What follows belongs to an exercise in optimizing a design on an open flow for small area, a short achievable clock period and few clock cycles; a production flow would make more cautious choices.
At most, simulation tests tie the RTL to the original design; equivalence was not proved.
Only the layout flow was run in run 3; the RTL was not checked for function there.
Power figures rest on the tool's default switching activity, not on a simulated workload.

$ cat design/flow/config.mk
export PLATFORM = sky130hd
export DESIGN_NAME = disk_seek_scheduler
export DESIGN_NICKNAME = disk_seek_scheduler
export VERILOG_FILES = /design/flow/design.v
export SDC_FILE = /design/flow/constraint.sdc
export NUM_CORES = 4
export LEC_CHECK = 0
export CAP_MARGIN = 20
export CORE_MARGIN = 2
export CORE_UTILIZATION = 40
export SLEW_MARGIN = 20
$ cat design/flow/constraint.sdc
create_clock -name core_clock -period 7.0 [get_ports {clk_i}]
set_input_delay 1.4000 -clock core_clock [delete_from_list [all_inputs] [get_ports {clk_i}]]
set_output_delay 1.4000 -clock core_clock [all_outputs]
set_load 0.01 [all_outputs]
$ cat design/flow/design.v
`default_nettype none
package dss_pkg;
  localparam int NSlots = 16;   
  localparam int QDepth = 3;    
endpackage
`default_nettype wire
`default_nettype none
module disk_seek_scheduler #(
  parameter int unsigned MAX_REQUESTS = 16
) (
  input  wire logic             clk_i,
  input  wire logic             rst_ni,
  input  wire logic             start_i,
  input  wire logic [16:0]      req_i,
  output logic                  busy_o,
  output logic                  move_valid_o,
  output logic [69:0]           move_o,
  input  wire logic             cfg_we_i,
  input  wire logic             cfg_idx_i,
  input  wire logic [15:0]      cfg_data_i
);
  localparam int NS = dss_pkg::NSlots;    
  localparam int QD = dss_pkg::QDepth;    
  logic [1:0]  pol_q, pol_d;
  logic [15:0] st_q, st_d;
  always_comb begin
    pol_d = pol_q; st_d = st_q;
    if (cfg_we_i) begin
      if (!cfg_idx_i) pol_d = cfg_data_i[1:0];
      else            st_d  = cfg_data_i;
    end
  end
  always_ff @(posedge clk_i or negedge rst_ni) begin
    if (!rst_ni) begin pol_q <= 2'd0; st_q <= 16'd0; end
    else begin pol_q <= pol_d; st_q <= st_d; end
  end
  logic          s1v_q, s1l_q;
  logic [15:0]   s1w_q;
  logic          s2v_q, s2l_q, s2r_q;
  logic [15:0]   s2w_q;
  logic [3:0]    s2a_q;
  logic [NS-1:0]    av_q, acl_q, atg_q, aup_q;
  logic [NS*16-1:0] aval_q;
  logic [NS*4-1:0]  aar_q;     
  logic [4:0]  ocnt_q;
  logic        ltag_q, od_q, rs_q;
  logic [1:0]  kbp_q;
  logic [15:0] kbs_q;
  logic [QD-1:0]    qv_q, qdt_q;
  logic [QD*2-1:0]  qp_q;
  logic [QD*16-1:0] qs_q;
  logic        first_q, jd_q, etag_q;
  logic        ov_q, olast_q;
  logic [15:0] ofrom_q, oto_q, odist_q;
  logic [20:0] otot_q;
  logic        q0v, q0d, cscan_e;
  logic [15:0] q0s;
  logic        inb0, inb1, ready, do_jump, do_pop, emit, mlast;
  logic [15:0] s0val, from_sel, mdist;
  logic [21:0] tsum;
  logic [20:0] tot_new;
  assign q0v     = qv_q[0];
  assign q0d     = qdt_q[0];
  assign q0s     = qs_q[15:0];
  assign cscan_e = qp_q[1:0] == 2'd2;
  assign s0val   = aval_q[15:0];
  assign inb0  = av_q[0] & acl_q[0] & (first_q | (atg_q[0] == etag_q));
  assign inb1  = av_q[1] & acl_q[1] & (atg_q[1] == atg_q[0]);
  assign ready = q0v & !q0d & !rs_q & (!first_q | (av_q[0] & acl_q[0]));
  assign do_jump = ready & cscan_e & !jd_q & (!inb0 | !aup_q[0]);
  assign do_pop  = ready & !do_jump & inb0;
  assign emit    = do_jump | do_pop;
  assign mlast   = do_jump ? !inb0 : (!inb1 & !(cscan_e & !jd_q));
  assign from_sel = first_q ? q0s : oto_q;
  assign mdist     = (s0val > from_sel) ? s0val - from_sel : from_sel - s0val;
  assign tsum     = {1'b0, (first_q ? 21'd0 : otot_q)} + {6'd0, mdist};
  assign tot_new  = tsum[21] ? 21'h1fffff : tsum[20:0];
  logic rs_start, rs_pop, rs_end;
  assign rs_start = !rs_q & q0v & q0d & first_q & av_q[0] & acl_q[0] & !s2v_q;
  assign rs_pop   = rs_q & av_q[0] & acl_q[0];
  assign rs_end   = rs_q & !(av_q[0] & acl_q[0]) & !s2v_q;
  logic        pop, full, can_ins, needs_slot, ins, s2_go, close_evt, ins_norm;
  logic        upv, fcfs_k, scan_k;
  logic [3:0]  ar_new;
  logic [NS:0] ge;           
  logic [NS-1:0] bef;
  assign pop        = do_pop | rs_pop;
  assign full       = av_q[NS-1];
  assign can_ins    = !full | pop;
  assign needs_slot = s2v_q & (s2r_q | (ocnt_q != 5'd16));
  assign s2_go      = !needs_slot | can_ins;
  assign ins        = needs_slot & can_ins;
  assign close_evt  = s2v_q & s2l_q & !s2r_q & s2_go;
  assign ins_norm   = ins & !s2r_q & !s2l_q;
  assign upv    = s2w_q >= kbs_q;
  assign ar_new = s2r_q ? s2a_q : ocnt_q[3:0];
  assign fcfs_k = kbp_q[1] == kbp_q[0];
  assign scan_k = kbp_q == 2'd1;
  genvar gi;
  generate
    for (gi = 0; gi < NS; gi++) begin : g_key
      logic lt, alt;
      assign lt  = s2w_q < aval_q[gi*16 +: 16];
      assign alt = ar_new < aar_q[gi*4 +: 4];
      assign bef[gi] = fcfs_k ? alt
                                 : (upv ? (!aup_q[gi] | lt)
                                        : (!aup_q[gi] & (scan_k ? !lt : lt)));
      assign ge[gi] = !av_q[gi] | (!acl_q[gi] & !od_q & bef[gi]);
    end
  endgenerate
  assign ge[NS] = 1'b1;
  logic qfull, qdirty, cap, cap_close, s1_go, freeze, dirty_new;
  assign qfull  = qv_q[QD-1];
  assign qdirty = |qdt_q;
  assign s1_go  = !s1v_q | !s2v_q | s2_go;
  assign busy_o = qfull | qdirty | rs_q | !s1_go;
  assign cap       = start_i & !busy_o;
  assign cap_close = cap & req_i[0];
  assign freeze    = rs_q | cap_close | (s1v_q & s1l_q) | (s2v_q & s2l_q & !s2r_q & !s2_go);
  assign dirty_new = od_q | (kbp_q != pol_q) | (kbs_q != st_q);
  always_ff @(posedge clk_i or negedge rst_ni) begin
    if (!rst_ni) begin
      s1v_q <= 1'b0; s2v_q <= 1'b0; s1l_q <= 1'b0; s2l_q <= 1'b0; s2r_q <= 1'b0;
      ocnt_q <= 5'd0; ltag_q <= 1'b0; od_q <= 1'b0; rs_q <= 1'b0;
      kbp_q <= 2'd0; kbs_q <= 16'd0;
    end else begin
      if (cap) begin
        s1v_q <= 1'b1; s1l_q <= req_i[0];
      end else if (s1v_q & (!s2v_q | s2_go)) begin
        s1v_q <= 1'b0;
      end
      if (rs_pop) begin
        s2v_q <= 1'b1; s2l_q <= 1'b0; s2r_q <= 1'b1;
      end else if (!s2v_q | s2_go) begin
        s2v_q <= s1v_q; s2l_q <= s1l_q; s2r_q <= 1'b0;
      end
      if (close_evt | rs_end) begin
        ocnt_q <= 5'd0; ltag_q <= !ltag_q; od_q <= 1'b0;
      end else begin
        if (ins_norm) ocnt_q <= ocnt_q + 5'd1;
        if (!freeze & cfg_we_i & ((ocnt_q != 5'd0) | ins_norm)) od_q <= 1'b1;
      end
      if (rs_start) begin
        kbp_q <= qp_q[1:0]; kbs_q <= q0s;
      end else if (!freeze) begin
        kbp_q <= pol_d; kbs_q <= st_d;
      end
      if (rs_start) rs_q <= 1'b1;
      else if (rs_end) rs_q <= 1'b0;
    end
  end
  always_ff @(posedge clk_i) begin
    if (cap) s1w_q <= req_i[16:1];
    if (rs_pop) begin
      s2w_q <= s0val; s2a_q <= aar_q[3:0];
    end else if (!s2v_q | s2_go) begin
      s2w_q <= s1w_q;
    end
  end
  generate
    for (gi = 0; gi < NS; gi++) begin : g_slot
      logic sel_prev, sel_next, sel_new, sel_self;
      logic gprev, gnext;
      logic nv_prev, ncl_prev, ntg_prev, nup_prev;
      logic nv_next, ncl_next, ntg_next, nup_next;
      logic [15:0] nval_prev, nval_next;
      logic [3:0]  nar_prev, nar_next;
      if (gi == 0) begin : g_lo
        assign gprev = 1'b0;
        assign nv_prev = 1'b0; assign ncl_prev = 1'b0; assign ntg_prev = 1'b0;
        assign nup_prev = 1'b0; assign nval_prev = 16'd0; assign nar_prev = 4'd0;
      end else begin : g_lo
        assign gprev = ge[gi-1];
        assign nv_prev = av_q[gi-1]; assign ncl_prev = acl_q[gi-1];
        assign ntg_prev = atg_q[gi-1]; assign nup_prev = aup_q[gi-1];
        assign nval_prev = aval_q[(gi-1)*16 +: 16]; assign nar_prev = aar_q[(gi-1)*4 +: 4];
      end
      if (gi == NS-1) begin : g_hi
        assign nv_next = 1'b0; assign ncl_next = 1'b0; assign ntg_next = 1'b0;
        assign nup_next = 1'b0; assign nval_next = 16'd0; assign nar_next = 4'd0;
      end else begin : g_hi
        assign nv_next = av_q[gi+1]; assign ncl_next = acl_q[gi+1];
        assign ntg_next = atg_q[gi+1]; assign nup_next = aup_q[gi+1];
        assign nval_next = aval_q[(gi+1)*16 +: 16]; assign nar_next = aar_q[(gi+1)*4 +: 4];
      end
      assign gnext = ge[gi+1];
      always_comb begin
        sel_prev = 1'b0; sel_next = 1'b0; sel_new = 1'b0; sel_self = 1'b0;
        if (ins & !pop) begin
          sel_prev = ge[gi] & gprev; sel_new = ge[gi] & !gprev; sel_self = !ge[gi];
        end else if (ins & pop) begin
          sel_next = !gnext; sel_new = gnext & !ge[gi]; sel_self = ge[gi];
        end else if (pop) begin
          sel_next = 1'b1;
        end else begin
          sel_self = 1'b1;
        end
      end
      always_ff @(posedge clk_i or negedge rst_ni) begin
        if (!rst_ni) begin
          av_q[gi] <= 1'b0; acl_q[gi] <= 1'b0;
        end else begin
          if (sel_prev) begin
            av_q[gi] <= nv_prev; acl_q[gi] <= ncl_prev | close_evt | rs_end;
          end else if (sel_next) begin
            av_q[gi] <= nv_next; acl_q[gi] <= ncl_next | close_evt | rs_end;
          end else if (sel_new) begin
            av_q[gi] <= 1'b1; acl_q[gi] <= close_evt | rs_end;
          end else begin
            acl_q[gi] <= acl_q[gi] | close_evt | rs_end;
          end
        end
      end
      always_ff @(posedge clk_i) begin
        if (sel_prev) begin
          atg_q[gi] <= ntg_prev; aup_q[gi] <= nup_prev; aval_q[gi*16 +: 16] <= nval_prev; aar_q[gi*4 +: 4] <= nar_prev;
        end else if (sel_next) begin
          atg_q[gi] <= ntg_next; aup_q[gi] <= nup_next; aval_q[gi*16 +: 16] <= nval_next; aar_q[gi*4 +: 4] <= nar_next;
        end else if (sel_new) begin
          atg_q[gi] <= ltag_q; aup_q[gi] <= upv; aval_q[gi*16 +: 16] <= s2w_q; aar_q[gi*4 +: 4] <= ar_new;
        end
      end
    end
  endgenerate
  logic qpop;
  assign qpop = emit & mlast;
  generate
    for (gi = 0; gi < QD; gi++) begin : g_q
      logic pv, pd;
      logic [1:0]  pp;
      logic [15:0] ps;
      logic take_new, take_next;
      if (gi == QD-1) begin : g_n
        assign pv = 1'b0; assign pd = 1'b0; assign pp = 2'd0; assign ps = 16'd0;
      end else begin : g_n
        assign pv = qv_q[gi+1]; assign pd = qdt_q[gi+1];
        assign pp = qp_q[(gi+1)*2 +: 2]; assign ps = qs_q[(gi+1)*16 +: 16];
      end
      if (gi == 0) begin : g_t
        assign take_new = cap_close & (qpop ? !qv_q[1] : !qv_q[0]);
      end else if (gi == QD-1) begin : g_t
        assign take_new = cap_close & (qpop ? 1'b0 : (qv_q[gi-1] & !qv_q[gi]));
      end else begin : g_t
        assign take_new = cap_close & (qpop ? (qv_q[gi] & !qv_q[gi+1]) : (qv_q[gi-1] & !qv_q[gi]));
      end
      assign take_next = qpop & !take_new;
      always_ff @(posedge clk_i or negedge rst_ni) begin
        if (!rst_ni) begin
          qv_q[gi] <= 1'b0; qdt_q[gi] <= 1'b0;
        end else if (take_new) begin
          qv_q[gi] <= 1'b1; qdt_q[gi] <= dirty_new;
        end else if (take_next) begin
          qv_q[gi] <= pv; qdt_q[gi] <= pd;
        end else if (gi == 0 && rs_end) begin
          qdt_q[gi] <= 1'b0;
        end
      end
      always_ff @(posedge clk_i) begin
        if (take_new) begin
          qp_q[gi*2 +: 2] <= pol_q; qs_q[gi*16 +: 16] <= st_q;
        end else if (take_next) begin
          qp_q[gi*2 +: 2] <= pp; qs_q[gi*16 +: 16] <= ps;
        end
      end
    end
  endgenerate
  always_ff @(posedge clk_i or negedge rst_ni) begin
    if (!rst_ni) begin
      ov_q <= 1'b0; first_q <= 1'b1; jd_q <= 1'b0; etag_q <= 1'b0; otot_q <= 21'd0;
    end else begin
      ov_q <= emit;
      if (emit) begin
        first_q <= mlast;
        jd_q    <= mlast ? 1'b0 : (jd_q | do_jump);
        if (first_q) etag_q <= atg_q[0];
        otot_q  <= do_jump ? (first_q ? 21'd0 : otot_q) : tot_new;
      end
    end
  end
  always_ff @(posedge clk_i) begin
    if (emit) begin
      ofrom_q <= from_sel;
      oto_q   <= do_jump ? 16'd0 : s0val;
      odist_q <= do_jump ? 16'd0 : mdist;
      olast_q <= mlast;
    end
  end
  assign move_valid_o = ov_q;
  assign move_o = {ofrom_q, oto_q, odist_q, otot_q, olast_q};
endmodule
`default_nettype wire
$ cat design/flow/run.sh
#!/bin/bash
# synth_recipe.tcl (not shown) runs the flow's synth.tcl, then flattens the netlist and writes it again
# the make line also repeats each setting of config.mk as NAME=value (left out here)
make -C /OpenROAD-flow-scripts/flow DESIGN_CONFIG=/design/flow/config.mk WORK_HOME=/design/flow/orfs CLKGATE_MAP_FILE= SYNTH_SCRIPT=/design/flow/synth_recipe.tcl finish
==> results of run 1 <==
==> state kept, by name, indices dropped and copies added, names as in the netlist, 21 cells and up <==
register / flops
aval_q: 256
otot_q: 21
aar_q: 64
qs_q: 48
==> cells in the mapped netlist, drive strengths merged, types with 13 or more instances <==
cell type and number:
nand3 38, o22ai 24, o211ai 15, or2 13, a21boi 14, o21a 22
a221oi 13, nand2 295, a31oi 35, nor2 413, xor2 32, buf 106
and2 44, nand4 20, o21ai 239, ha 354, a211o 23, nand2b 29
edfxtp 491, a41oi 14, inv 383, nor3 23, a211oi 21, nor2b 29
a21oi 424, mux2i 282, clkbuf 104, a2111oi 16, xnor2 19, and3 32
dfrtp 111, o31ai 15, a21o 60, mux2 86
==> metal layers <==
metal,part of all wire,wire (um)
met4,0.025,3013
met5,0,0
met3,0.050,6067
met2,0.47,57140
met1,0.45,54550
==> critical path: stages, from the launching register on <==
cell and delay (ns):
dfstp_2 0.73, buf_4 0.25, mux2i_1 0.30, inv_1 0.09
ha_1 0.39, a21o_1 0.21, a21o_1 0.18, a21oi_1 0.12
o21ai_0 0.17, a21oi_2 0.54, mux2i_1 0.39, a31oi_1 0.22
o21ai_0 0.23, xor2_1 0.26, ha_1 0.32, nand3_1 0.12
nor2_1 0.06, and4_1 0.19, o21a_1 0.22, nand3_1 0.09
nand2_1 0.10, a31oi_1 0.48, a21boi_0 0.33, a21oi_1 0.11
==> metrics by stage <==
step | instance area [um2] | util | hold WS [ns]
global route | 44220 | 0.4506 | 0.5382
floorplan | 39550 | - | 0.4431
detailed placement | 41900 | 0.4270 | 0.4790
CTS | 44180 | 0.4502 | 0.4972
global placement | 41890 | 0.4268 | 0.4682
finish | 44220 | 0.4506 | 0.4877
==> report_power, final <==
| part | total [mW] | internal (mW) | switching (mW) |
|---|---|---|---|
| Sequential | 3.91 | 3.87 | 0.0418 |
| Combinational | 0.305 | 0.115 | 0.190 |
| Clock | 3.76 | 2.16 | 1.59 |
| Total | 7.98 | 6.15 | 1.83 |
==> cell families (layout without fill, tap and decap cells) <==
family | count (synthesis) | count (layout) | synth area share
and+or+nand+nor | 975 | 975 | 0.1114
muxes | 368 | 368 | 0.09585
adders and majority gates | 357 | 357 | 0.1135
xor gates and xnor gates | 51 | 51 | 0.01129
AOI/OAI and AO/OA | 1021 | 1021 | 0.1615
buffers and inverters | 594 | 704 | 0.06279
DFF | 603 | 603 | 0.4437
==> layout make-up <==
class | instances | area, um2 | share of cell area
Inverter | 384 | 1441 | 0.03260
Tap cell | 1287 | 1610 | 0.03642
Clock buffer | 93 | 1963 | 0.04440
Timing Repair Buffer | 190 | 1724 | 0.03899
Sequential cell | 603 | 17550 | 0.3969
Clock inverter | 37 | 316.6 | 0.007159
Multi-Input combinational cell | 2772 | 19610 | 0.4436
==> worst max path at each step <==
| stage | to | slack, ns | depth (start not counted) |
|---|---|---|---|
| 2_1_floorplan | otot_q[20] | 0.56 | 24 |
| 3_3_place_gp | etag_q | 0.91 | 23 |
| 3_5_place_dp | otot_q[1] | 0.80 | 23 |
| 4_1_cts | otot_q[1] | 0.80 | 23 |
| 5_1_grt | otot_q[1] | 0.23 | 23 |
| 6_report | otot_q[1] | 0.77 | 23 |
==> flow_summary_export.csv, run 1 <==
group,metric,value,unit
run_status,outcome,"finished clean",
clock_tree,cts_tree,"yes",
global_route,met2_usage,0.3851,
global_route,grt_pass1_wl,184.6,mm
timing,fin_ws,0.7688,ns
power,p_leak,19.31,nW
timing,hold_viol,0,
final_layout,fin_cells,5366,
clock_tree,postCtsSetupBuffers,0,
routing,viasPerCell,5.704,
floorplanning,num_io_pins,110,
yosys,synth_top_area_cell,"edfxtp_1",
place,place_inst,5234,
clock_tree,ctsLongestPathBuffers,3,
setup_path,worstSetupStartpointType,"register",
clock_tree,ctsResizeCount,0,
place,gp_congestion,0.8996,
yosys,syn-cell-area,39550,um2
timing,fmax,0.1605,GHz
global_route,top_usage_layer,"met2",
yosys,yosys.cell_types.count,100,
global_route,grt_usage,0.2345,
timing,grt_setup_unrepaired,"no",
power,total_power,7.976,mW
routing,drt_wl_total,120.8,mm
final_layout,drive_above_1_share,0.08630,
yosys,synthCells,3969,
place,preCtsSetupSlack,0.8028,ns
yosys,ys_warn_count,1,
floorplanning,die-height,318.5,um
hold_path,hp-start,"qp_q[0]",
yosys,synth_nets,4364,
timing,min_period,6.231,ns
global_route,overflow,0,
routing,drt_iter0_drc,2555,
setup_path,crit_required,7.50,ns
routing,vias,30606,
flow_run,max_cap_viol_count,0,
global_route,grt_start_max_net_pins,67,
floorplanning,die_area,101400,um2
routing,drtAntennaViolNets,0,
floorplanning,start_util,0.4030,
global_route,grt_pass1_vias,30055,
power,max-vdd-ir-drop,0.1460,mV
yosys,avgSynthCellArea,9.965,um2
final_layout,fillers,9472,
floorplanning,num_rows,115,
hold_path,min_path_type,"reg -> reg",
yosys,synthFlopType,"edfxtp_1",
global_route,gr-usage-met3,0.03294,
hold_path,min_path_cells,2,
global_route,use_met1,0.3240,
clock_tree,h-tree-depth,3,
yosys,synth_seq_cells,603,
timing,slew_violations,0,
clock_tree,cts_sinks,603,
timing,max-slew-margin-rel,0.2344,
clock_tree,insertion_delay,0.64,ns
floorplanning,core_area,98130,um2
routing,drtPass1Iterations,5,
timing,clock_skew,0.03222,ns
setup_path,worstReg2RegEnd,"otot_q[1]",
setup_path,crit_type,"reg -> reg",
setup_path,r2r_setup_slack,0.77,ns
yosys,netlist_top_cells_area,"edfxtp_1 (37%), ha_1 (11%), mux2i_1 (7.1%)",
yosys,synth_edf_count,491,
clock_tree,ctsHoldBuffers,0,
setup_path,end_kind,"register",
timing,tns,0,ns
final_layout,area_growth,11.79,%
floorplanning,die_width,318.5,um
timing,max_slew.worst_pin.slew,1.148,ns
setup_path,worstPathArrival,6.73,ns
setup_path,path_max_fanout,10,
yosys,synth_seq_area_share,0.4437,
final_layout,antenna_cells,0,
routing,drc_errors,0,
yosys,yosysTopAreaCellShare,0.3728,
clock_tree,numCtsBuffers,72,
routing,wl_per_cell,22.51,um
clock_tree,cts.clk_slew.worst_paths,0.06,ns
global_route,antenna_found_initial,0,
clock_tree,root_buffer,"clkbuf_16",
yosys,async_flop_share,0.1857,
power,powerDensity,180.4,nW/um2
setup_path,reg2regPathDepth,23,
setup_path,startpoint,"first_q",
place,port_buffers,109,
final_layout,final_cell_mix,"edfxtp_1 (491), a21oi_1 (418), nor2_1 (409)",
final_layout,layout_commonest_cell,"edfxtp_1",
timing,setup_viol,0,
setup_path,rr_startpoint,"first_q",
place,dp_hpwl,85.98,mm
final_layout,final_nets,4418,
timing,finalCritPeriodShare,0.8902,
hold_path,worstHoldEndpoint,"kbp_q[0]",
Testbench counts, summed over its fixed seeds: cycles 3,915.
==> run 2, diff against run 1 <==
--- a/design/flow/design.v
+++ b/design/flow/design.v
@@ -3,3 +3,3 @@
   localparam int NSlots = 16;   
-  localparam int QDepth = 3;    
+  localparam int QDepth = 4;    
 endpackage
@@ -23,2 +23,24 @@
   localparam int QD = dss_pkg::QDepth;    
+  function automatic logic lt16(input logic [15:0] a, input logic [15:0] b);
+    logic [15:0] g1, e1;
+    logic [7:0]  g2, e2;
+    logic [3:0]  g3, e3;
+    logic [1:0]  g4, e4;
+    g1 = ~a & b; e1 = ~(a ^ b);
+    for (int k = 0; k < 8; k++) begin
+      g2[k] = g1[2*k+1] | (e1[2*k+1] & g1[2*k]); e2[k] = e1[2*k+1] & e1[2*k];
+    end
+    for (int k = 0; k < 4; k++) begin
+      g3[k] = g2[2*k+1] | (e2[2*k+1] & g2[2*k]); e3[k] = e2[2*k+1] & e2[2*k];
+    end
+    for (int k = 0; k < 2; k++) begin
+      g4[k] = g3[2*k+1] | (e3[2*k+1] & g3[2*k]); e4[k] = e3[2*k+1] & e3[2*k];
+    end
+    lt16 = g4[1] | (e4[1] & g4[0]);
+  endfunction
+  function automatic logic lt4(input logic [3:0] a, input logic [3:0] b);
+    logic [3:0] g1, e1;
+    g1 = ~a & b; e1 = ~(a ^ b);
+    lt4 = g1[3] | (e1[3] & (g1[2] | (e1[2] & (g1[1] | (e1[1] & g1[0])))));
+  endfunction
   logic [1:0]  pol_q, pol_d;
@@ -59,4 +81,2 @@
   logic [15:0] s0val, from_sel, mdist;
-  logic [21:0] tsum;
-  logic [20:0] tot_new;
   assign q0v     = qv_q[0];
@@ -73,6 +93,6 @@
   assign mlast   = do_jump ? !inb0 : (!inb1 & !(cscan_e & !jd_q));
-  assign from_sel = first_q ? q0s : oto_q;
-  assign mdist     = (s0val > from_sel) ? s0val - from_sel : from_sel - s0val;
-  assign tsum     = {1'b0, (first_q ? 21'd0 : otot_q)} + {6'd0, mdist};
-  assign tot_new  = tsum[21] ? 21'h1fffff : tsum[20:0];
+  logic [16:0] sdiff;
+  assign from_sel = first_q ? q0s : ato_q;
+  assign sdiff    = {1'b0, s0val} - {1'b0, from_sel};
+  assign mdist    = sdiff[16] ? 16'd0 - sdiff[15:0] : sdiff[15:0];
   logic rs_start, rs_pop, rs_end;
@@ -94,3 +114,3 @@
   assign ins_norm   = ins & !s2r_q & !s2l_q;
-  assign upv    = s2w_q >= kbs_q;
+  assign upv    = !lt16(s2w_q, kbs_q);
   assign ar_new = s2r_q ? s2a_q : ocnt_q[3:0];
@@ -102,4 +122,4 @@
       logic lt, alt;
-      assign lt  = s2w_q < aval_q[gi*16 +: 16];
-      assign alt = ar_new < aar_q[gi*4 +: 4];
+      assign lt  = lt16(s2w_q, aval_q[gi*16 +: 16]);
+      assign alt = lt4(ar_new, aar_q[gi*4 +: 4]);
       assign bef[gi] = fcfs_k ? alt
@@ -266,7 +286,12 @@
   endgenerate
+  logic        av1_q, alast_q, afirst_q;
+  logic [15:0] afrom_q, ato_q, adist_q;
+  logic [21:0] tsum;
   always_ff @(posedge clk_i or negedge rst_ni) begin
     if (!rst_ni) begin
-      ov_q <= 1'b0; first_q <= 1'b1; jd_q <= 1'b0; etag_q <= 1'b0; otot_q <= 21'd0;
+      av1_q <= 1'b0; ov_q <= 1'b0; first_q <= 1'b1; jd_q <= 1'b0; etag_q <= 1'b0;
+      otot_q <= 21'd0;
     end else begin
-      ov_q <= emit;
+      av1_q <= emit;
+      ov_q  <= av1_q;
       if (emit) begin
@@ -275,13 +300,17 @@
         if (first_q) etag_q <= atg_q[0];
-        otot_q  <= do_jump ? (first_q ? 21'd0 : otot_q) : tot_new;
       end
+      if (av1_q) otot_q <= tsum[21] ? 21'h1fffff : tsum[20:0];
     end
   end
+  assign tsum = {1'b0, (afirst_q ? 21'd0 : otot_q)} + {6'd0, adist_q};
   always_ff @(posedge clk_i) begin
-    if (emit) begin
-      ofrom_q <= from_sel;
-      oto_q   <= do_jump ? 16'd0 : s0val;
-      odist_q <= do_jump ? 16'd0 : mdist;
-      olast_q <= mlast;
-    end
+    if (emit) ato_q <= do_jump ? 16'd0 : s0val;
+    afrom_q  <= from_sel;
+    adist_q  <= do_jump ? 16'd0 : mdist;
+    alast_q  <= mlast;
+    afirst_q <= first_q;
+    ofrom_q  <= afrom_q;
+    oto_q    <= ato_q;
+    odist_q  <= adist_q;
+    olast_q  <= alast_q;
   end
==> run 2 against run 1 <==
Compared with the run above:
- highest routed layer unchanged
- still clean
- largest power group unchanged
- synthesized cell count shrank 6.3%
- sequential share of layout area grew 2.4 points
- cell area grew 1.3%
==> flow_summary_export.csv, run 2 <==
group,metric,value,unit
run_status,outcome,"finished clean",
power,powerDensity,193.7,nW/um2
final_layout,largest_reg_flops,256,
place,port_buffers,109,
power,switching_share,0.2296,
place,dp_hpwl,89.58,mm
global_route,antenna_found_initial,2,
power,clkPwrFrac,0.469,
routing,drtAntennaViolNets,0,
setup_path,worstPathArrival,5.87,ns
routing,drt_wl_total,125.5,mm
timing,max-slew-margin-rel,0.2480,
yosys,ys_warn_count,1,
timing,max_slew.worst_pin.slew,1.128,ns
floorplanning,die_width,318.3,um
final_layout,top_register,"aval_q",
clock_tree,cts_sinks,674,
power,p_int,6.682,mW
global_route,grt_start_max_net_pins,61,
final_layout,fillers,9166,
yosys,netlist_top_cells_area,"edfxtp_1 (36%), ha_1 (11%), dfrtp_1 (7.2%)",
yosys,yosys-top-cells-count,"edfxtp_1 (476), nand2_1 (424), ha_1 (339), mux2i_1 (271), o21ai_0 (247)",
yosys,synth_edf_count,476,
global_route,grt_pass1_wl,187.9,mm
hold_path,min_path_type,"reg -> reg",
place,placed_area,42280,um2
yosys,synthFlopType,"edfxtp_1",
power,max-vdd-ir-drop,0.1738,mV
setup_path,worstSetupStartpointType,"register",
timing,fin_ws,1.187,ns
yosys,synth_seq_cells,674,
clock_tree,h-tree-depth,3,
final_layout,final_nets,4196,
setup_path,path_max_fanout,22,
yosys,yosysTopAreaCellShare,0.3617,
timing,fmax,0.1720,GHz
yosys,async_flop_share,0.1706,
final_layout,largestRegisters,"aval_q (256), aar_q (64), qs_q (64)",
setup_path,crit_required,7.06,ns
setup_path,end_kind,"register",
final_layout,antenna_cells,0,
place,preCtsSetupSlack,1.853,ns
final_layout,fin_area,44780,um2
routing,drt_iter0_drc,2922,
timing,tns,0,ns
global_route,grt_pass1_vias,28992,
floorplanning,num_io_pins,110,
floorplanning,start_util,0.4027,
timing,holdWs,0.3253,ns
clock_tree,ctsResizeCount,0,
timing,min_period,5.813,ns
place,place_inst,5025,
yosys,synthCells,3719,
setup_path,crit_type,"reg -> reg",
yosys,syn-cell-area,39520,um2
floorplanning,die-height,318.3,um
clock_tree,ctsHoldBuffers,0,
clock_tree,root_buffer,"clkbuf_16",
timing,finalCritPeriodShare,0.8304,
timing,slew_violations,0,
floorplanning,die_area,101300,um2
timing,hold_viol,0,
yosys,avgSynthCellArea,10.63,um2
clock_tree,insertion_delay,0.67,ns
timing,clock_skew,0.03684,ns
global_route,grt_usage,0.2432,
final_layout,utilization,0.4563,
routing,wl_per_cell,24.30,um
power,pwr-share-seq,0.499,
floorplanning,core_area,98130,um2
flow_run,max_cap_viol_count,0,
power,p_leak,17.02,nW
routing,vias,30206,
final_layout,layout_commonest_cell,"edfxtp_1",
yosys,synth_top_area_cell,"edfxtp_1",
yosys,yosys.cell_types.count,102,
floorplanning,num_rows,115,
power,switchingPower,1.992,mW
final_layout,final_cell_mix,"edfxtp_1 (476), nand2_1 (423), ha_1 (339)",
timing,grt_setup_unrepaired,"no",
final_layout,drive_above_1_share,0.1026,
final_layout,area_growth,13.32,%
clock_tree,numCtsBuffers,77,
clock_tree,cts.clk_slew.worst_paths,0.07,ns
yosys,synth_nets,4098,
final_layout,fin_cells,5166,
clock_tree,postCtsSetupBuffers,0,
clock_tree,cts_tree,"yes",
routing,drtPass1Iterations,5,
yosys,synth_seq_area_share,0.4766,
place,gp_congestion,0.9074,
power,total_power,8.674,mW
routing,drc_errors,0,
timing,setup_viol,0,
routing,viasPerCell,5.847,
clock_tree,ctsLongestPathBuffers,3,
power,pwr-share-comb,0.033,
global_route,overflow,0,
yosys,yosys.cell_count.top_type,"edfxtp_1",
run 2: layout make-up:
type | count | area, um2 | share of cell area
Inverter | 122 | 457.9 | 0.01023
Clock inverter | 44 | 454.2 | 0.01014
Timing Repair Buffer | 216 | 1921 | 0.04289
Multi-Input combinational cell | 2726 | 19460 | 0.4346
Tap cell | 1287 | 1610 | 0.03596
Sequential cell | 674 | 18830 | 0.4206
Clock buffer | 97 | 2043 | 0.04563
run 2: cells by family after synthesis:
| group | synth area share |
|---|---|
| xor+xnor | 0.01374 |
| flops | 0.4766 |
| buf+inv | 0.03559 |
| mux | 0.09714 |
| fa+ha+maj | 0.1083 |
| simple gates | 0.1116 |
| compound gates | 0.1570 |
run 2: worst paths after layout:
path / slack, ns / end / cells past startpoint / startpoint
worst max-delay path: 1.19 / atg_q[13] / 10 / s2w_q[3]
worst min-delay path: 0.33 / ofrom_q[4] / 0 / afrom_q[4]
worst max register to register: 1.19 / atg_q[13] / 10 / s2w_q[3]
worst min register to register: 0.33 / ofrom_q[4] / 0 / afrom_q[4]
max in group asynchronous: 4.76 / acl_q[10] / 2 / rst_ni
min in group asynchronous: 0.81 / otot_q[8] / 1 / rst_ni
run 2: power by group through the flow:
stage / Clock [mW] / Sequential [mW] / Combinational (mW)
after floorplan: 0 / 4.37 / 0.170
after global placement: 0 / 4.41 / 0.275
after detailed placement: 0 / 4.41 / 0.279
after CTS: 4.12 / 4.32 / 0.280
after global routing: 4.25 / 4.33 / 0.308
final: 4.06 / 4.32 / 0.285
run 2: worst max-delay path: stages (launching register included):
cell	delay (ns)
edfxtp_1	0.86
inv_1	0.56
ha_1	0.41
a2111oi_4	0.23
o21ai_2	0.19
a221oi_4	0.60
nor2_1	0.30
a22oi_1	0.51
a311oi_1	0.19
nor3_1	0.38
clkinv_1	0.96
run 2: per-layer routing:
metal  track usage  wire [um]
met1        0.3419      56110
met5             0          0
met3       0.04452       9679
met2        0.3787      56010
met4       0.07815       3730
Testbench counts of run 2, summed over its fixed seeds: cycles 3,688.
==> run 3, diff against run 2 <==
--- a/design/flow/design.v
+++ b/design/flow/design.v
@@ -94,5 +94,7 @@
   logic [16:0] sdiff;
+  logic [15:0] rdiff;
   assign from_sel = first_q ? q0s : ato_q;
   assign sdiff    = {1'b0, s0val} - {1'b0, from_sel};
-  assign mdist    = sdiff[16] ? 16'd0 - sdiff[15:0] : sdiff[15:0];
+  assign rdiff    = from_sel - s0val;
+  assign mdist    = sdiff[16] ? rdiff : sdiff[15:0];
   logic rs_start, rs_pop, rs_end;
@@ -115,2 +117,5 @@
   assign upv    = !lt16(s2w_q, kbs_q);
+  logic rs_skip, ins_acl;
+  assign rs_skip = s2r_q & (s2a_q != ocnt_q[3:0]);
+  assign ins_acl = close_evt | rs_end | (fcfs_k & rs_skip);
   assign ar_new = s2r_q ? s2a_q : ocnt_q[3:0];
@@ -121,6 +126,5 @@
     for (gi = 0; gi < NS; gi++) begin : g_key
-      logic lt, alt;
+      logic lt;
       assign lt  = lt16(s2w_q, aval_q[gi*16 +: 16]);
-      assign alt = lt4(ar_new, aar_q[gi*4 +: 4]);
-      assign bef[gi] = fcfs_k ? alt
+      assign bef[gi] = fcfs_k ? rs_skip
                                  : (upv ? (!aup_q[gi] | lt)
@@ -159,3 +163,3 @@
       end else begin
-        if (ins_norm) ocnt_q <= ocnt_q + 5'd1;
+        if (ins_norm | (ins & s2r_q & fcfs_k & !rs_skip)) ocnt_q <= ocnt_q + 5'd1;
         if (!freeze & cfg_we_i & ((ocnt_q != 5'd0) | ins_norm)) od_q <= 1'b1;
@@ -227,3 +231,3 @@
           end else if (sel_new) begin
-            av_q[gi] <= 1'b1; acl_q[gi] <= close_evt | rs_end;
+            av_q[gi] <= 1'b1; acl_q[gi] <= ins_acl;
           end else begin
--- a/design/flow/config.mk
+++ b/design/flow/config.mk
@@ -7,2 +7,3 @@
 export LEC_CHECK = 0
+export ABC_CLOCK_PERIOD_IN_PS = 3500
 export CAP_MARGIN = 20
@@ -10,2 +11,3 @@
 export CORE_UTILIZATION = 40
+export SETUP_SLACK_MARGIN = 3.5
 export SLEW_MARGIN = 20
==> run 3 against run 2 <==
Compared with the run above:
- critical path depth grew 6
- worst setup slack gained 0.98 ns
- wire length grew 60%
- count of clock-buffer cells in the layout is the same
- sequential share of layout area shrank 11 points
- area after synthesis is essentially flat
- synthesized cell count grew 0.81%
- the layout now fails its checks (capacitance limit, slew limit)
==> flow_summary_export.csv, run 3 <==
group,metric,value,unit
final_layout,area_growth,52.92,%
yosys,synth_edf_count,476,
setup_path,crit_family,"compound AO/OA/AOI/OAI gates",
yosys,yosys.cell_types.count,105,
final_layout,drive_above_1_share,0.3956,
yosys,synthAdderAreaFrac,0.09810,
power,p_leak,23.14,nW
yosys,netlist_top_cells_area,"edfxtp_1 (36%), ha_1 (9.7%), mux2i_1 (9.0%)",
floorplanning,core_area,98130,um2
yosys,synth_compound_area_frac,0.1512,
yosys,async_flop_share,0.1706,
clock_tree,insertion_delay,0.69,ns
place,port_buffers,109,
yosys,synthFlopType,"edfxtp_1",
clock_tree,numCtsBuffers,80,
timing,max_slew.worst_pin.slew,1.574,ns
final_layout,top_register,"aval_q",
yosys,syn-cell-area,39510,um2
yosys,ys_warn_count,1,
setup_path,path_max_fanout,15,
yosys,muxShareOfSynthArea,0.1155,
setup_path,worstPathArrival,5.34,ns
yosys,synthCells,3749,
final_layout,final_nets,4831,
global_route,grt_usage,0.3289,
routing,highest_layer,"met5",
routing,drc_errors,0,
yosys,yosys.area_share.xor_xnor,0.01108,
final_layout,largest_reg_flops,256,
setup_path,path_cells,"buf_4, buf_4, and4b_1, a2111oi_4, o21ai_2, buf_4, a211oi_2, o32a_1, and2_4, buf_6, buf_6, nor3_4, buf_12, buf_12, o22ai_4, o21a_1",
timing,grt_setup_unrepaired,"yes",
power,total_power,9.146,mW
clock_tree,h-tree-depth,3,
yosys,synth_top_area_cell,"edfxtp_1",
setup_path,worstSetupStartpointType,"register",
hold_path,min_path_type,"reg -> reg",
final_layout,largestRegisters,"aval_q (256), aar_q (64), qs_q (64)",
floorplanning,die_area,101300,um2
setup_path,crit_slowest_cell,"edfxtp_1",
routing,wl_per_cell,34.34,um
routing,drtAntennaViolNets,0,
routing,wl_met2,81.94,mm
final_layout,fillers,6937,
place,gp_congestion,0.9084,
routing,vias,40188,
yosys,yosysTopAreaCellShare,0.3617,
yosys,yosys.cell_count.top_type,"nand2_1",
routing,wl_met3,31.52,mm
yosys,yosys-top-cells-count,"nand2_1 (504), edfxtp_1 (476), o21ai_0 (440), mux2i_1 (357), ha_1 (305)",
global_route,grt_pass1_wl,247.8,mm
place,dp_hpwl,91.10,mm
timing,max-slew-margin-rel,-0.05337,
yosys,synth_top_family_by_area,"compound AO/OA/AOI/OAI gates",
timing,fmax,0.2071,GHz
global_route,antenna_found_initial,17,
flow_run,max_cap_viol_count,1,
power,max-vdd-ir-drop,0.1669,mV
floorplanning,die-height,318.3,um
timing,hold_viol,0,
clock_tree,cts_tree,"yes",
setup_path,cp_slowest_stage_delay,0.76,ns
run_status,so.violations,"capacitance limit, slew limit",
setup_path,end_kind,"register",
global_route,grt_pass1_vias,36518,
power,powerDensity,151.4,nW/um2
setup_path,crit_required,7.52,ns
run_status,outcome,"finished with violations",
routing,viasPerCell,6.865,
routing,drt_wl_total,201.0,mm
routing,drtPass1Iterations,9,
timing,slew_violations,17,
setup_path,path_buf_inv,7,
floorplanning,die_width,318.3,um
clock_tree,ctsHoldBuffers,0,
yosys,yosys.area_share.simple,0.1152,
clock_tree,cts_sinks,674,
global_route,grt_start_max_net_pins,67,
timing,min_period,4.829,ns
yosys,synth_nets,4095,
setup_path,crit_type,"reg -> reg",
yosys,avgSynthCellArea,10.54,um2
timing,clock_skew,0.05259,ns
timing,finalCritPeriodShare,0.6899,
yosys,synth_seq_cells,674,
final_layout,final_cell_mix,"edfxtp_1 (476), nand2_1 (332), mux2i_1 (280)",
floorplanning,start_util,0.4027,
floorplanning,num_io_pins,110,
final_layout,layout_commonest_cell,"edfxtp_1",
global_route,overflow,0,
clock_tree,ctsLongestPathBuffers,3,
clock_tree,root_buffer,"clkbuf_16",
timing,setup_viol,0,
timing,holdWs,0.3252,ns
setup_path,cpMostUsedCell,"buf_4",
clock_tree,cts.clk_slew.worst_paths,0.06,ns
timing,tns,0,ns
routing,met1Wirelength,65.96,mm
floorplanning,num_rows,115,
yosys,synth_seq_area_share,0.4766,
routing,drt_iter0_drc,6455,
## run 3: cell count changes after synthesis, sizes merged, moves of 33 or more
cell and delta:
inv -38, nor2 -48, nand2 +76, a21o -33, o21ai +59, ha -34
mux2i +86
## run 3: where the power goes
group / internal (mW) / switching, mW
sequential: 4.27 / 0.0692
clock: 2.44 / 1.90
combinational: 0.201 / 0.268
total: 6.91 / 2.24
## run 3: through the flow
stage / setup slack, ns / cells / utilization / area, um2
2_1_floorplan: 3.294 / 3749 / - / 40120
3_3_place_gp: 1.964 / 5025 / 0.4344 / 42630
3_5_place_dp: 1.893 / 5025 / 0.4344 / 42630
4_1_cts: 2.965 / 5670 / 0.5644 / 55380
5_1_grt: 2.345 / 5839 / 0.6154 / 60390
6_report: 2.171 / 5854 / 0.6158 / 60430
## run 3: routing by layer
layer | up-vias | track usage
li1 | 15612 | -
met1 | 19214 | 0.4045
met2 | 3728 | 0.4934
met3 | 1620 | 0.1035
met4 | 14 | 0.2241
met5 | - | 0.0009456
## run 3: final timing paths
kind	start	endpoint	slack, ns	depth (start not counted)
worst min register to register	afrom_q[10]	ofrom_q[10]	0.33	0
min in group asynchronous	rst_ni	otot_q[17]	0.76	1
max in group asynchronous	rst_ni	rs_q	4.76	2
worst max register to register	s2w_q[0]	av_q[6]	2.17	16
worst min-delay path	afrom_q[10]	ofrom_q[10]	0.33	0
worst max-delay path	s2w_q[0]	av_q[6]	2.17	16
## run 3: final cells by class
class / count / area [um2] / area share
multi-input cells: 2807 / 25010 / 0.4138
clock inverters: 50 / 484.2 / 0.008013
repair buffers: 836 / 11930 / 0.1974
diodes: 17 / 42.54 / 0.0007040
flip-flops and latches: 674 / 18850 / 0.3119
inverters: 85 / 375.4 / 0.006212
clock buffers: 97 / 2126 / 0.03518
well taps: 1287 / 1610 / 0.02665
repair inverters: 1 / 7.507 / 0.0001242
## run 3: timing repair
item                                     CTS  global route
endpoints found under the setup margin   957           868
resized for setup                       1004           754
pin swaps                                268           245
endpoints found under the hold margin      0             0
setup buffers                            382           114
gates cloned                             116            52
## run 3: worst register-to-register path, stage by stage (launching register included)
cell and delay [ns]:
edfxtp_1 0.76, buf_4 0.43, buf_4 0.26, and4b_1 0.25
a2111oi_4 0.38, o21ai_2 0.12, buf_4 0.17, a211oi_2 0.26
o32a_1 0.30, and2_4 0.19, buf_6 0.10, buf_6 0.11
nor3_4 0.05, buf_12 0.16, buf_12 0.13, o22ai_4 0.42
o21a_1 0.57
## run 3: cells by family (layout without fill, tap and decap cells)
group | after synthesis | in the layout
xor+xnor | 50 | 50
fa+ha+maj | 308 | 308
other cells | 0 | 17
mux | 445 | 445
flops | 674 | 674
buf+inv | 294 | 1069
simple gates | 991 | 995
compound gates | 987 | 1009

static timing again, ports no longer ideal:
How much do the figures lean on ideal ports? The routed layouts below were timed once more, with nothing changed but the port constraints. Step 1, drivers: a clkbuf_16 drives clk_i and a buf_2 each remaining input, both assumed. Step 2 times the ports against the registers' clock, not the clock port: input delays grow and output delays shrink by t, the midpoint of the rising clock arrivals with the driver on. Three values: no drivers, after step 1, after step 2; two values: the first two.
run	t, ns	slack for setup (ns)	worst hold slack (ns)	worst setup path after step 2	pins driven straight from the clock port
run 1	0.691	0.769 / 0.769 / 0.769	0.488 / 0.488 / 0.488	register to register	1
run 2	0.722	1.187 / 1.187 / 1.187	0.325 / 0.325 / 0.325	register to register	1
run 3	0.746	2.171 / 2.171 / 2.171	0.325 / 0.325 / 0.325	register to register	1
